This design comes from an exercise in tuning for small area on the open sky130 flow, not from production work. RTL that was checked went through simulation tests only; none was proved equivalent to the original. Power is estimated from default activity; no workload was simulated.

Setup of rev 12:
## write_back_buffer
module write_back_buffer
#(
    parameter int  LINE_SIZE   = write_back_buffer_pkg::WBB_LINE_SIZE_DEF,
    parameter int  DEPTH       = write_back_buffer_pkg::WBB_DEPTH_DEF,
    localparam int OFFSET_BITS = write_back_buffer_pkg::wbb_offset_bits(LINE_SIZE),
    localparam int LA_BITS     = write_back_buffer_pkg::WBB_ADDR_BITS - OFFSET_BITS,
    localparam int DW          = LINE_SIZE * 8
) (
    input  logic               clk,
    input  logic               reset,
    input  logic               wb_valid,
    input  logic [LA_BITS-1:0] wb_line_addr,
    input  logic [DW-1:0]      wb_data,
    output logic               wb_ready,
    input  logic               rd_valid_in,
    input  logic [LA_BITS-1:0] rd_line_addr,
    output logic               rd_ready,
    output logic               rd_valid,
    output logic [DW-1:0]      rd_data,
    output logic               rd_fwd,
    output logic               mem_is_input_valid,
    output logic               mem_read,
    output logic               mem_write,
    output logic [LA_BITS-1:0] mem_addr,
    output logic [DW-1:0]      mem_din,
    input  logic               mem_ready,
    input  logic               mem_is_output_valid,
    input  logic [DW-1:0]      mem_dout
);
For scale: ~2200 cells after synthesis, ~670 flip-flops, about 0.030 sq mm of cells after synthesis.
==> module write_back_buffer, before the edit <==
module write_back_buffer
#(
    parameter int  LINE_SIZE   = write_back_buffer_pkg::WBB_LINE_SIZE_DEF,
    parameter int  DEPTH       = write_back_buffer_pkg::WBB_DEPTH_DEF,
    localparam int OFFSET_BITS = write_back_buffer_pkg::wbb_offset_bits(LINE_SIZE),
    localparam int LA_BITS     = write_back_buffer_pkg::WBB_ADDR_BITS - OFFSET_BITS,
    localparam int DW          = LINE_SIZE * 8
) (
    input  logic               clk,
    input  logic               reset,
    input  logic               wb_valid,
    input  logic [LA_BITS-1:0] wb_line_addr,
    input  logic [DW-1:0]      wb_data,
    output logic               wb_ready,
    input  logic               rd_valid_in,
    input  logic [LA_BITS-1:0] rd_line_addr,
    output logic               rd_ready,
    output logic               rd_valid,
    output logic [DW-1:0]      rd_data,
    output logic               rd_fwd,
    output logic               mem_is_input_valid,
    output logic               mem_read,
    output logic               mem_write,
    output logic [LA_BITS-1:0] mem_addr,
    output logic [DW-1:0]      mem_din,
    input  logic               mem_ready,
    input  logic               mem_is_output_valid,
    input  logic [DW-1:0]      mem_dout
);
    localparam int PTR_W = $clog2(DEPTH);
    logic [DEPTH-1:0]              vld_q;
    logic [DEPTH-1:0][LA_BITS-1:0] addr_q;
    logic [DEPTH-1:0][DW-1:0]      data_q;
    logic [DEPTH-1:0]              head_q;      
    logic [PTR_W-1:0]              tail_q;
    logic                          wait_q;      
    logic                          pend_q;
    logic [LA_BITS-1:0]            pend_addr_q;
    logic [DEPTH-1:0]              fwd_q;       
    logic [DEPTH-1:0] wm, rm, head_oh, dwe, dhold, tail_oh, vld_d, fwd_d;
    logic full, nonempty, wb_hit, rd_hit_buf, same, wb_acc, rd_acc, rd_hit, read_req;
    logic go, issue_drain, issue_read, alloc, drain_hit_head;
    wbb_match #(.DEPTH(DEPTH), .LA_BITS(LA_BITS)) u_wb_match (
        .ent_vld  (vld_q),
        .ent_addr (addr_q),
        .key      (wb_line_addr),
        .match    (wm)
    );
    wbb_match #(.DEPTH(DEPTH), .LA_BITS(LA_BITS)) u_rd_match (
        .ent_vld  (vld_q),
        .ent_addr (addr_q),
        .key      (rd_line_addr),
        .match    (rm)
    );
    always_comb begin
        for (int i = 0; i < DEPTH; i++) begin
            tail_oh[i] = (tail_q == PTR_W'(i));
        end
        head_oh     = head_q;
        full        = &vld_q;
        nonempty    = |vld_q;
        wb_hit      = |wm;
        rd_hit_buf  = |rm;
        same        = (wb_line_addr == rd_line_addr);
        wb_ready    = !full || wb_hit;
        wb_acc      = wb_valid && wb_ready;
        rd_ready    = !wait_q && !pend_q;
        rd_acc      = rd_valid_in && rd_ready;
        rd_hit      = rd_hit_buf || (wb_acc && same);
        read_req    = (rd_acc && !rd_hit) || pend_q;
        go          = !wait_q && mem_ready;
        issue_drain = go && nonempty && (!read_req || full);
        issue_read  = go && read_req && !full;
        drain_hit_head = issue_drain && |(wm & head_oh);
        alloc       = wb_valid && ((!wb_hit && !full) || drain_hit_head);
        vld_d       = (vld_q & ~({DEPTH{issue_drain}} & head_oh)) | ({DEPTH{alloc}} & tail_oh);
        dwe         = ~vld_q | (wm & {DEPTH{wb_valid}});
        dhold       = vld_q & ~(wm & {DEPTH{wb_valid}});
        fwd_d       = rd_acc ? (rd_hit_buf ? rm : ((wb_acc && same) ? tail_oh : '0)) : '0;
    end
    always_ff @(posedge clk) begin
        if (reset) begin
            vld_q  <= '0;
            head_q <= DEPTH'(1);
            tail_q <= '0;
            wait_q <= 1'b0;
            pend_q <= 1'b0;
            fwd_q  <= '0;
        end else begin
            vld_q  <= vld_d;
            if (issue_drain) head_q <= {head_q[DEPTH-2:0], head_q[DEPTH-1]};
            tail_q <= tail_q + PTR_W'(alloc);
            wait_q <= wait_q ? !mem_is_output_valid : issue_read;
            pend_q <= read_req && !issue_read;
            fwd_q  <= fwd_d;
        end
    end
    always_ff @(posedge clk) begin
        for (int i = 0; i < DEPTH; i++) begin
            if (!vld_q[i]) addr_q[i] <= wb_line_addr;
            data_q[i] <= ({DW{dwe[i]}} & wb_data) | ({DW{dhold[i]}} & data_q[i]);
        end
        if (!pend_q) pend_addr_q <= rd_line_addr;
    end
    always_comb begin
        rd_data = wait_q ? mem_dout : '0;
        mem_din = '0;
        mem_addr = (pend_q && !full) ? pend_addr_q : ((!pend_q && read_req && !full) ? rd_line_addr : '0);
        for (int i = 0; i < DEPTH; i++) begin
            rd_data = rd_data | ({DW{fwd_q[i]}} & data_q[i]);
            mem_din = mem_din | ({DW{head_oh[i]}} & data_q[i]);
            mem_addr = mem_addr | ({LA_BITS{head_oh[i] && !(read_req && !full)}} & addr_q[i]);
        end
    end
    assign rd_fwd             = |fwd_q;
    assign rd_valid           = rd_fwd || (wait_q && mem_is_output_valid);
    assign mem_is_input_valid = issue_read || issue_drain;
    assign mem_read           = issue_read;
    assign mem_write          = issue_drain;
endmodule
==> flow/config.mk <==
export PLATFORM = sky130hd
export DESIGN_NAME = write_back_buffer
export DESIGN_NICKNAME = write_back_buffer
export VERILOG_FILES = /design/flow/design.v
export SDC_FILE = /design/flow/constraint.sdc
export NUM_CORES = 4
export LEC_CHECK = 0
export CAP_MARGIN = 20
export CORE_MARGIN = 2
export CORE_UTILIZATION = 55
export CTS_BUF_LIST = sky130_fd_sc_hd__clkbuf_8
export CTS_CLUSTER_DIAMETER = 50
export CTS_CLUSTER_SIZE = 16
export SLEW_MARGIN = 20
==> flow/constraint.sdc <==
create_clock -name core_clock -period 6.0 [get_ports {clk}]
set_input_delay 1.2000 -clock core_clock [delete_from_list [all_inputs] [get_ports {clk}]]
set_output_delay 1.2000 -clock core_clock [all_outputs]
set_load 0.01 [all_outputs]
standard.sh (not shown) runs the stock make flow with config.mk's settings and CLKGATE_MAP_FILE= SYNTH_SCRIPT=/design/flow/synth_recipe.tcl, a recipe that flattens the netlist after the stock synthesis.
==> flow/flow/run.sh <==
#!/bin/bash
# Standard ORFS layout (the standard.sh), with the port buffers that global placement
# inserts made as the smallest plain buffer instead of the tool's default pick.
set -euo pipefail
export BUFFER_PORTS_ARGS="-buffer_cell sky130_fd_sc_hd__buf_1"
bash standard.sh > standard_flow.log 2>&1
The inputs of rev 13 differ from those of rev 12 as listed below.
--- a/flow/design.v
+++ b/flow/design.v
@@ -66,5 +66,5 @@
     logic [DEPTH-1:0]              fwd_q;       
     logic [DEPTH-1:0] wm, rm, head_oh, dwe, dhold, tail_oh, vld_d, fwd_d;
-    logic full, nonempty, wb_hit, rd_hit_buf, same, wb_acc, rd_acc, rd_hit, read_req;
+    logic full, nonempty, new_same, wb_hit, rd_hit_buf, same, wb_acc, rd_acc, rd_hit, read_req;
     logic go, issue_drain, issue_read, alloc, drain_hit_head;
     wbb_match #(.DEPTH(DEPTH), .LA_BITS(LA_BITS)) u_wb_match (
@@ -94,5 +94,6 @@
         rd_ready    = !wait_q && !pend_q;
         rd_acc      = rd_valid_in && rd_ready;
-        rd_hit      = rd_hit_buf || (wb_acc && same);
+        new_same    = wb_valid && !full && same;
+        rd_hit      = rd_hit_buf || new_same;
         read_req    = (rd_acc && !rd_hit) || pend_q;
         go          = !wait_q && mem_ready;
@@ -104,5 +105,5 @@
         dwe         = ~vld_q | (wm & {DEPTH{wb_valid}});
         dhold       = vld_q & ~(wm & {DEPTH{wb_valid}});
-        fwd_d       = rd_acc ? (rd_hit_buf ? rm : ((wb_acc && same) ? tail_oh : '0)) : '0;
+        fwd_d       = rd_acc ? (rd_hit_buf ? rm : (new_same ? tail_oh : '0)) : '0;
     end
     always_ff @(posedge clk) begin
==> run notes <==
- Final critical-path share of the clock period ended up 0.60 points lower on rev 13 than on rev 12.
- Delta (rev 13 minus rev 12): post-layout instance count excluding filler cells moved up; internal power summed over all cells moved up.
- Diff rev 12 and rev 13: layout multi-input combinational cell count lower in rev 13
- Rev 12 -> rev 13: largest buffer count on any clock path flat
- Rev 13 reports its capturing instance or port of the critical path as mem_addr[0] while rev 12 reports mem_addr[21].
- Number of H-tree branching levels across rev 12 and rev 13: no real change.
No functional check of the RTL was part of rev 13.

re-timing with driven ports:
The results above use ideal ports. As a check the final layouts listed here were re-extracted and re-timed, cells and wires unchanged.
Step 1 sets driving cells, clkbuf_16 on the clock port and buf_2 on the other inputs (assumed; they add their load-dependent delay and slew).
Step 2 moves the port delays by t, midway between the first and last clock arrival at a register: inputs arrive t later, outputs are due t later. That takes back most of the time a late clock gives input paths.
Three values: no drivers, after step 1, after step 2; two values: the first two.
| run | shift t [ns] | setup WS [ns] | cell pins on the clock port's net |
|---|---|---|---|
| rev 12 | 0.780 | 0.557 / 0.497 / 0.497 | 1 |
| rev 13 | 0.784 | 0.593 / 0.544 / 0.544 | 1 |
After both steps setup and hold are still met in every run listed. For rev 12, which loses most, drivers alone change the setup slack by -0.060 ns; drivers and shift together by -0.060 ns.
